Source: an optimization exercise on an open RTL-to-GDS flow (aim: small area). Production flows keep margins and buffers that such runs may drop.
The RTL was checked by simulation tests, not by an equivalence proof against the original design.
Power is estimated from default activity; no workload was simulated.

==> wip/cedar <==
==> flow/design.v (excerpt) <==
module instr_fetch_mem (
  input  logic        clk,
  input  logic        rst,
  input  logic        req_valid,
  output logic        req_ready,
  input  logic [63:0] req_pc,
  output logic        rsp_valid,
  input  logic        rsp_ready,
  output logic [63:0] rsp_instr,
  output logic [63:0] rsp_pc,
  output logic [1:0]  rsp_fault,
  input  logic        load_en,
  input  logic [7:0]  load_addr,
  input  logic [7:0]  load_data
);
==> module instr_fetch_mem, before the edit <==
module instr_fetch_mem (
  input  logic        clk,
  input  logic        rst,
  input  logic        req_valid,
  output logic        req_ready,
  input  logic [63:0] req_pc,
  output logic        rsp_valid,
  input  logic        rsp_ready,
  output logic [63:0] rsp_instr,
  output logic [63:0] rsp_pc,
  output logic [1:0]  rsp_fault,
  input  logic        load_en,
  input  logic [7:0]  load_addr,
  input  logic [7:0]  load_data
);
  logic        full_q;
  logic [63:0] instr_q, pc_q;
  logic [1:0]  fault_q;
  logic [7:0]  mem [256];
  logic        cap;
  logic        misaligned, out_of_range;
  logic [31:0] sel;
  logic [63:0] rd;
  assign req_ready    = !rst && !load_en && (!full_q || rsp_ready);
  assign misaligned   = |req_pc[2:0];
  assign out_of_range = |req_pc[63:8] | (&req_pc[7:3] & misaligned);
  assign cap          = !full_q || rsp_ready;
  always_comb begin
    for (int w = 0; w < 32; w++)
      sel[w] = !misaligned && !out_of_range && (req_pc[7:3] == w[4:0]);
    rd = '0;
    for (int w = 0; w < 32; w++)
      for (int k = 0; k < 8; k++)
        rd[8*k +: 8] = rd[8*k +: 8] | (mem[8*w+k] & {8{sel[w]}});
  end
  always_ff @(posedge clk) begin
    if (rst) full_q <= 1'b0;
    else if (req_valid && req_ready) full_q <= 1'b1;
    else if (rsp_ready) full_q <= 1'b0;
  end
  always_ff @(posedge clk) begin
    if (cap) begin
      instr_q <= rd;
      pc_q    <= req_pc;
      fault_q <= {out_of_range, misaligned};
    end
  end
  always_ff @(posedge clk) begin
    if (!rst && load_en) mem[load_addr] <= load_data;
  end
  assign rsp_valid = full_q;
  assign rsp_instr = instr_q;
  assign rsp_pc    = pc_q;
  assign rsp_fault = fault_q;
endmodule
==> flow/config.mk <==
export PLATFORM = sky130hd
export DESIGN_NAME = instr_fetch_mem
export DESIGN_NICKNAME = instr_fetch_mem
export VERILOG_FILES = /design/flow/design.v
export SDC_FILE = /design/flow/constraint.sdc
export NUM_CORES = 4
export LEC_CHECK = 0
export CAP_MARGIN = 40
export CORE_MARGIN = 2
export CORE_UTILIZATION = 30
export SLEW_MARGIN = 40
==> flow/constraint.sdc <==
create_clock -name core_clock -period 8.0 [get_ports {clk}]
set_input_delay 1.6000 -clock core_clock [delete_from_list [all_inputs] [get_ports {clk}]]
set_output_delay 1.6000 -clock core_clock [all_outputs]
set_load 0.01 [all_outputs]
run.sh (not shown) runs the stock make flow with config.mk's settings and CLKGATE_MAP_FILE= SYNTH_SCRIPT=/design/flow/synth_recipe.tcl, a recipe that flattens the netlist after the stock synthesis.
==> wip/maple (differences from wip/cedar) <==
==> flow/design.v (replaced) <==
module instr_fetch_mem (
  input  logic        clk,
  input  logic        rst,
  input  logic        req_valid,
  output logic        req_ready,
  input  logic [63:0] req_pc,
  output logic        rsp_valid,
  input  logic        rsp_ready,
  output logic [63:0] rsp_instr,
  output logic [63:0] rsp_pc,
  output logic [1:0]  rsp_fault,
  input  logic        load_en,
  input  logic [7:0]  load_addr,
  input  logic [7:0]  load_data
);
  logic        full_q;
  logic        p_q;
  logic [63:0] instr_q, pc_q;
  logic        oor_q;
  logic [7:0]  mem_q [256];
  logic [7:0]  mem_d [256];
  logic        cap, cap_n;
  logic        misaligned, out_of_range, ok;
  logic [31:0] sel;
  logic        we;
  logic [31:0] wrd, wrd_n;
  logic [7:0]  lane;
  logic [7:0]  wcol_n;
  logic [7:0]  lcol [8];
  logic [63:0] pc_d;
  logic        oor_d;
  logic [63:0] instr_d;
  assign req_ready    = !rst && !load_en && (!full_q || rsp_ready);
  assign misaligned   = |req_pc[2:0];
  assign out_of_range = |req_pc[63:8] | (&req_pc[7:3] & misaligned);
  assign ok           = !misaligned && !out_of_range;
  assign cap          = !full_q || rsp_ready;
  assign cap_n        = !cap;
  assign we     = !rst && load_en;
  assign wcol_n = ~(load_data ^ {8{p_q}});
  always_comb begin
    for (int w = 0; w < 32; w++) begin
      wrd[w]   = we && (load_addr[7:3] == w[4:0]);
      wrd_n[w] = !wrd[w];
    end
    for (int k = 0; k < 8; k++) begin
      lane[k] = (load_addr[2:0] == k[2:0]);
      lcol[k] = ~(wcol_n & {8{lane[k]}});
    end
  end
  for (genvar r = 0; r < 256; r++) begin : g_row
    for (genvar b = 0; b < 8; b++) begin : g_bit
      ifm_tog_cell u_m (.q(mem_q[r][b]), .row(wrd[r/8] & lane[r%8]),
                        .col(lcol[r%8][b]), .row_n(wrd_n[r/8]), .y(mem_d[r][b]));
    end
  end
  always_ff @(posedge clk) begin
    p_q <= !p_q;
    for (int r = 0; r < 256; r++) mem_q[r] <= mem_d[r];
  end
  always_comb begin
    for (int w = 0; w < 32; w++)
      sel[w] = ok && (req_pc[7:3] == w[4:0]);
  end
  for (genvar i = 0; i < 64; i++) begin : g_rd
    localparam int K = i / 8;
    localparam int B = i % 8;
    logic [10:0] t;
    for (genvar g = 0; g < 10; g++) begin : g_aoi
      ifm_aoi222 u_a (
        .a0(mem_q[8*(3*g+0)+K][B]), .s0(sel[3*g+0]),
        .a1(mem_q[8*(3*g+1)+K][B]), .s1(sel[3*g+1]),
        .a2(mem_q[8*(3*g+2)+K][B]), .s2(sel[3*g+2]),
        .y(t[g]));
    end
    ifm_aoi222 u_a10 (
      .a0(mem_q[8*30+K][B]), .s0(sel[30]),
      .a1(mem_q[8*31+K][B]), .s1(sel[31]),
      .a2(p_q),              .s2(!ok),
      .y(t[10]));
    ifm_tog_cell u_i (.q(instr_q[i]), .row(cap), .col(~&t), .row_n(cap_n), .y(instr_d[i]));
  end
  for (genvar i = 0; i < 64; i++) begin : g_pc
    ifm_hold_mux u_m (.q(pc_q[i]), .d(req_pc[i]), .en(cap), .en_n(cap_n), .y(pc_d[i]));
  end
  ifm_hold_mux u_f1 (.q(oor_q), .d(out_of_range), .en(cap), .en_n(cap_n), .y(oor_d));
  always_ff @(posedge clk) begin
    if (rst) full_q <= 1'b0;
    else if (req_valid && req_ready) full_q <= 1'b1;
    else if (rsp_ready) full_q <= 1'b0;
  end
  always_ff @(posedge clk) begin
    instr_q <= instr_d;
    pc_q    <= pc_d;
    oor_q   <= oor_d;
  end
  assign rsp_valid = full_q;
  assign rsp_instr = instr_q ^ {64{p_q}};
  assign rsp_pc    = pc_q;
  assign rsp_fault = {oor_q, |pc_q[2:0]};
endmodule
module ifm_tog_cell (
  input  logic q,
  input  logic row,
  input  logic col,
  input  logic row_n,
  output logic y
);
  assign y = !((q | row) & (col | row_n));
endmodule
module ifm_hold_mux (
  input  logic q,
  input  logic d,
  input  logic en,
  input  logic en_n,
  output logic y
);
  assign y = (q & en_n) | (d & en);
endmodule
module ifm_aoi222 (
  input  logic a0, s0,
  input  logic a1, s1,
  input  logic a2, s2,
  output logic y
);
  assign y = !((a0 & s0) | (a1 & s1) | (a2 & s2));
endmodule
==> flow/flow/run.sh (new file) <==
#!/bin/bash
# Layout flow: the standard ORFS flow (standard.sh, unchanged synthesis),
# with two settings passed to ORFS through its environment:
#  * port buffers use the smallest buffer, sky130_fd_sc_hd__buf_1, instead of
#    the resizer's default pick (every port still gets its buffer);
#  * the clock tree is built from clkbuf_8 buffers over clusters of at most
#    16 flops, without dummy loads (every register sees the same tree depth);
#  * after global routing, ORFS's power recovery (RECOVER_POWER) may downsize
#    any gate with positive slack, which also trims oversized gates.
# The full output of each step is in orfs/logs/...; make's output goes to
# flow_make.log.
set -euo pipefail
export BUFFER_PORTS_ARGS="-buffer_cell sky130_fd_sc_hd__buf_1"
export CTS_ARGS="-sink_clustering_enable -repair_clock_nets -dont_use_dummy_load -buf_list sky130_fd_sc_hd__clkbuf_8 -sink_clustering_size 16 -sink_clustering_max_diameter 60"
export RECOVER_POWER=100
bash standard.sh > flow_make.log 2>&1
==> flow/standard.sh (new file) <==
#!/bin/bash
# synth_recipe.tcl (not shown) runs the flow's synth.tcl, then flattens the netlist and writes it again
# the make line also repeats each setting of config.mk as NAME=value (left out here)
make -C /OpenROAD-flow-scripts/flow DESIGN_CONFIG=/design/flow/config.mk WORK_HOME=/design/flow/orfs CLKGATE_MAP_FILE= SYNTH_SCRIPT=/design/flow/synth_recipe.tcl "${@:-finish}"
--- a/flow/config.mk
+++ b/flow/config.mk
@@ -5,7 +5,9 @@
 export SDC_FILE = /design/flow/constraint.sdc
 export NUM_CORES = 4
 export LEC_CHECK = 0
-export CAP_MARGIN = 40
+export CAP_MARGIN = 10
 export CORE_MARGIN = 2
-export CORE_UTILIZATION = 30
-export SLEW_MARGIN = 40
+export CORE_UTILIZATION = 40
+export SLEW_MARGIN = 10
+export SYNTH_HIERARCHICAL = 1
+export SYNTH_MINIMUM_KEEP_SIZE = 0
removed: flow/run.sh
==> wip/nickel (differences from wip/cedar) <==
==> flow/design.v (replaced) <==
module instr_fetch_mem (
  input  logic        clk,
  input  logic        rst,
  input  logic        req_valid,
  output logic        req_ready,
  input  logic [63:0] req_pc,
  output logic        rsp_valid,
  input  logic        rsp_ready,
  output logic [63:0] rsp_instr,
  output logic [63:0] rsp_pc,
  output logic [1:0]  rsp_fault,
  input  logic        load_en,
  input  logic [7:0]  load_addr,
  input  logic [7:0]  load_data
);
  logic        full_q;
  logic        p_q;
  logic [63:0] instr_q, pc_q;
  logic        oor_q;
  logic [7:0]  mem_q [256];
  logic [7:0]  mem_d [256];
  logic        cap, cap_n;
  logic        misaligned, out_of_range, ok;
  logic [31:0] sel;
  logic        we;
  logic [31:0] wrd, wrd_n;
  logic [7:0]  lane;
  logic [7:0]  wcol_n;
  logic [7:0]  lcol [8];
  logic [63:0] pc_d;
  logic        oor_d;
  logic [63:0] instr_d;
  assign req_ready    = !rst && !load_en && (!full_q || rsp_ready);
  assign misaligned   = |req_pc[2:0];
  assign out_of_range = |req_pc[63:8] | (&req_pc[7:3] & misaligned);
  assign ok           = !misaligned && !out_of_range;
  assign cap          = !full_q || rsp_ready;
  assign cap_n        = !cap;
  assign we     = !rst && load_en;
  assign wcol_n = ~(load_data ^ {8{p_q}});
  always_comb begin
    for (int w = 0; w < 32; w++) begin
      wrd[w]   = we && (load_addr[7:3] == w[4:0]);
      wrd_n[w] = !wrd[w];
    end
    for (int k = 0; k < 8; k++) begin
      lane[k] = (load_addr[2:0] == k[2:0]);
      lcol[k] = ~(wcol_n & {8{lane[k]}});
    end
  end
  for (genvar r = 0; r < 256; r++) begin : g_row
    for (genvar b = 0; b < 8; b++) begin : g_bit
      ifm_tog_cell u_m (.q(mem_q[r][b]), .row(wrd[r/8] & lane[r%8]),
                        .col(lcol[r%8][b]), .row_n(wrd_n[r/8]), .y(mem_d[r][b]));
    end
  end
  always_ff @(posedge clk) begin
    p_q <= !p_q;
    for (int r = 0; r < 256; r++) mem_q[r] <= mem_d[r];
  end
  always_comb begin
    for (int w = 0; w < 32; w++)
      sel[w] = ok && (req_pc[7:3] == w[4:0]);
  end
  for (genvar i = 0; i < 64; i++) begin : g_rd
    localparam int K = i / 8;
    localparam int B = i % 8;
    logic [10:0] t;
    for (genvar g = 0; g < 10; g++) begin : g_aoi
      ifm_aoi222 u_a (
        .a0(mem_q[8*(3*g+0)+K][B]), .s0(sel[3*g+0]),
        .a1(mem_q[8*(3*g+1)+K][B]), .s1(sel[3*g+1]),
        .a2(mem_q[8*(3*g+2)+K][B]), .s2(sel[3*g+2]),
        .y(t[g]));
    end
    ifm_aoi222 u_a10 (
      .a0(mem_q[8*30+K][B]), .s0(sel[30]),
      .a1(mem_q[8*31+K][B]), .s1(sel[31]),
      .a2(p_q),              .s2(!ok),
      .y(t[10]));
    ifm_tog_cell u_i (.q(instr_q[i]), .row(cap), .col(~&t), .row_n(cap_n), .y(instr_d[i]));
  end
  for (genvar i = 0; i < 64; i++) begin : g_pc
    ifm_hold_mux u_m (.q(pc_q[i]), .d(req_pc[i]), .en(cap), .en_n(cap_n), .y(pc_d[i]));
  end
  ifm_hold_mux u_f1 (.q(oor_q), .d(out_of_range), .en(cap), .en_n(cap_n), .y(oor_d));
  always_ff @(posedge clk) begin
    if (rst) full_q <= 1'b0;
    else if (req_valid && req_ready) full_q <= 1'b1;
    else if (rsp_ready) full_q <= 1'b0;
  end
  always_ff @(posedge clk) begin
    instr_q <= instr_d;
    pc_q    <= pc_d;
    oor_q   <= oor_d;
  end
  assign rsp_valid = full_q;
  assign rsp_instr = instr_q ^ {64{p_q}};
  assign rsp_pc    = pc_q;
  assign rsp_fault = {oor_q, |pc_q[2:0]};
endmodule
module ifm_tog_cell (
  input  logic q,
  input  logic row,
  input  logic col,
  input  logic row_n,
  output logic y
);
  assign y = !((q | row) & (col | row_n));
endmodule
module ifm_hold_mux (
  input  logic q,
  input  logic d,
  input  logic en,
  input  logic en_n,
  output logic y
);
  assign y = (q & en_n) | (d & en);
endmodule
module ifm_aoi222 (
  input  logic a0, s0,
  input  logic a1, s1,
  input  logic a2, s2,
  output logic y
);
  assign y = !((a0 & s0) | (a1 & s1) | (a2 & s2));
endmodule
==> flow/flow/run.sh (new file) <==
#!/bin/bash
# Layout flow: the standard ORFS flow (standard.sh, unchanged synthesis),
# with two settings passed to ORFS through its environment:
#  * port buffers use the smallest buffer, sky130_fd_sc_hd__buf_1, instead of
#    the resizer's default pick (every port still gets its buffer);
#  * the clock tree is built from clkbuf_8 buffers over clusters of at most
#    16 flops, without dummy loads (every register sees the same tree depth).
# The full output of each step is in orfs/logs/...; make's output goes to
# flow_make.log.
set -euo pipefail
export BUFFER_PORTS_ARGS="-buffer_cell sky130_fd_sc_hd__buf_1"
export CTS_ARGS="-sink_clustering_enable -repair_clock_nets -dont_use_dummy_load -buf_list sky130_fd_sc_hd__clkbuf_8 -sink_clustering_size 16 -sink_clustering_max_diameter 60"
bash standard.sh > flow_make.log 2>&1
==> flow/standard.sh (new file) <==
#!/bin/bash
# synth_recipe.tcl (not shown) runs the flow's synth.tcl, then flattens the netlist and writes it again
# the make line also repeats each setting of config.mk as NAME=value (left out here)
make -C /OpenROAD-flow-scripts/flow DESIGN_CONFIG=/design/flow/config.mk WORK_HOME=/design/flow/orfs CLKGATE_MAP_FILE= SYNTH_SCRIPT=/design/flow/synth_recipe.tcl "${@:-finish}"
--- a/flow/config.mk
+++ b/flow/config.mk
@@ -5,7 +5,9 @@
 export SDC_FILE = /design/flow/constraint.sdc
 export NUM_CORES = 4
 export LEC_CHECK = 0
-export CAP_MARGIN = 40
+export CAP_MARGIN = 10
 export CORE_MARGIN = 2
-export CORE_UTILIZATION = 30
-export SLEW_MARGIN = 40
+export CORE_UTILIZATION = 40
+export SLEW_MARGIN = 10
+export SYNTH_HIERARCHICAL = 1
+export SYNTH_MINIMUM_KEEP_SIZE = 0
removed: flow/run.sh
==> results.txt <==
| metric | wip/nickel | wip/cedar | wip/maple |
|---|---|---|---|
| Post-route minimum period | 5.09 ns | 5.01 ns | 5.98 ns |
| Vert. Die Dim | 419 um | 533 um | 419 um |
| Share of the final layout cell area in multi-input gates | 33.4% | 17.6% | 33.4% |
| Leakage power figure | 26.4 nW | 30.9 nW | 26.0 nW |
| Beginning of the worst hold path | mem_q[248][3]$_DFF_P_ | mem[241][1]$_DFFE_PP_ | mem_q[248][3]$_DFF_P_ |
| Area of the placeable core | 172000 um2 | 279000 um2 | 172000 um2 |
| Post-detailed-placement half-perimeter wirelength | 166 mm | 143 mm | 166 mm |
| Switching Power | 4.02 mW | 5.09 mW | 4.02 mW |
| Register area | 43600 um2 | 65400 um2 | 43600 um2 |
| Proportion of netlist area held by the largest area contributor | 63.2% | 78.0% | 63.2% |
| Number of buffers created by CTS | 160 | 226 | 160 |
| Total of max-cap violations | 0 | 0 | 67 |
| Fin. max-slew vios | 0 | 0 | 2374 |
| Largest net degree at the start of global routing | 82 | 163 | 82 |
| Multi-input logic area | 25500 um2 | 17200 um2 | 25300 um2 |
| Clock group total power | 5.19 mW | 10.3 mW | 5.19 mW |
| Post-Synth Simple-Gate Area | 5.36% | 4.54% | 5.36% |
| Critical Path AT | 3.49 ns | 3.41 ns | 6.65 ns |
| Non-clock inverter instance count of the final layout | 2 | 3 | 2 |
| End of the critical path | req_ready | req_ready | instr_q[50]$_DFF_P_ |
| Result of the run | finished clean | finished clean | finished with violations |
| Layout check failures | - | - | max-capacitance violations, max-slew violations |
| Number of fillers in the final layout | 16.2k | 26.2k | 16.3k |
| Overall routed net length | 262 mm | 235 mm | 262 mm |
| Share of post-route cells with drive strength above 1 | 6.56% | 13.6% | 5.03% |
| Wl on met1 | 103 mm | 97.5 mm | 103 mm |

## what the ideal ports hide
How much do the figures lean on ideal ports? The routed layouts below were timed once more, with nothing changed but the port constraints.
Step 1 assumes that a clkbuf_16 drives the clock port and a buf_2 every other input.
Step 2, shift: input delay + t, output delay - t, t = (earliest + latest rising clock arrival at the registers) / 2. This alone moves slack from input paths to output paths.
a / b / c = ideal / step 1 / step 2; a / b = the first two.
run	shift t [ns]	setup WS [ns]	slew at the worst register clock pin (ns)	worst data-port slew with drivers (ns)	cell pins on the clock port's net
wip/cedar	0.940	2.989 / 2.963 / 2.357	0.07 / 0.07	0.15	1
wip/maple	0.992	2.016 / 2.065 / 1.073	0.11 / 0.11	0.16	1
wip/nickel	0.977	2.909 / 2.887 / 2.164	0.11 / 0.11	0.16	1
The setup slack of wip/maple, which loses most, moves by +0.049 ns with the drivers and by -0.943 ns with both steps.
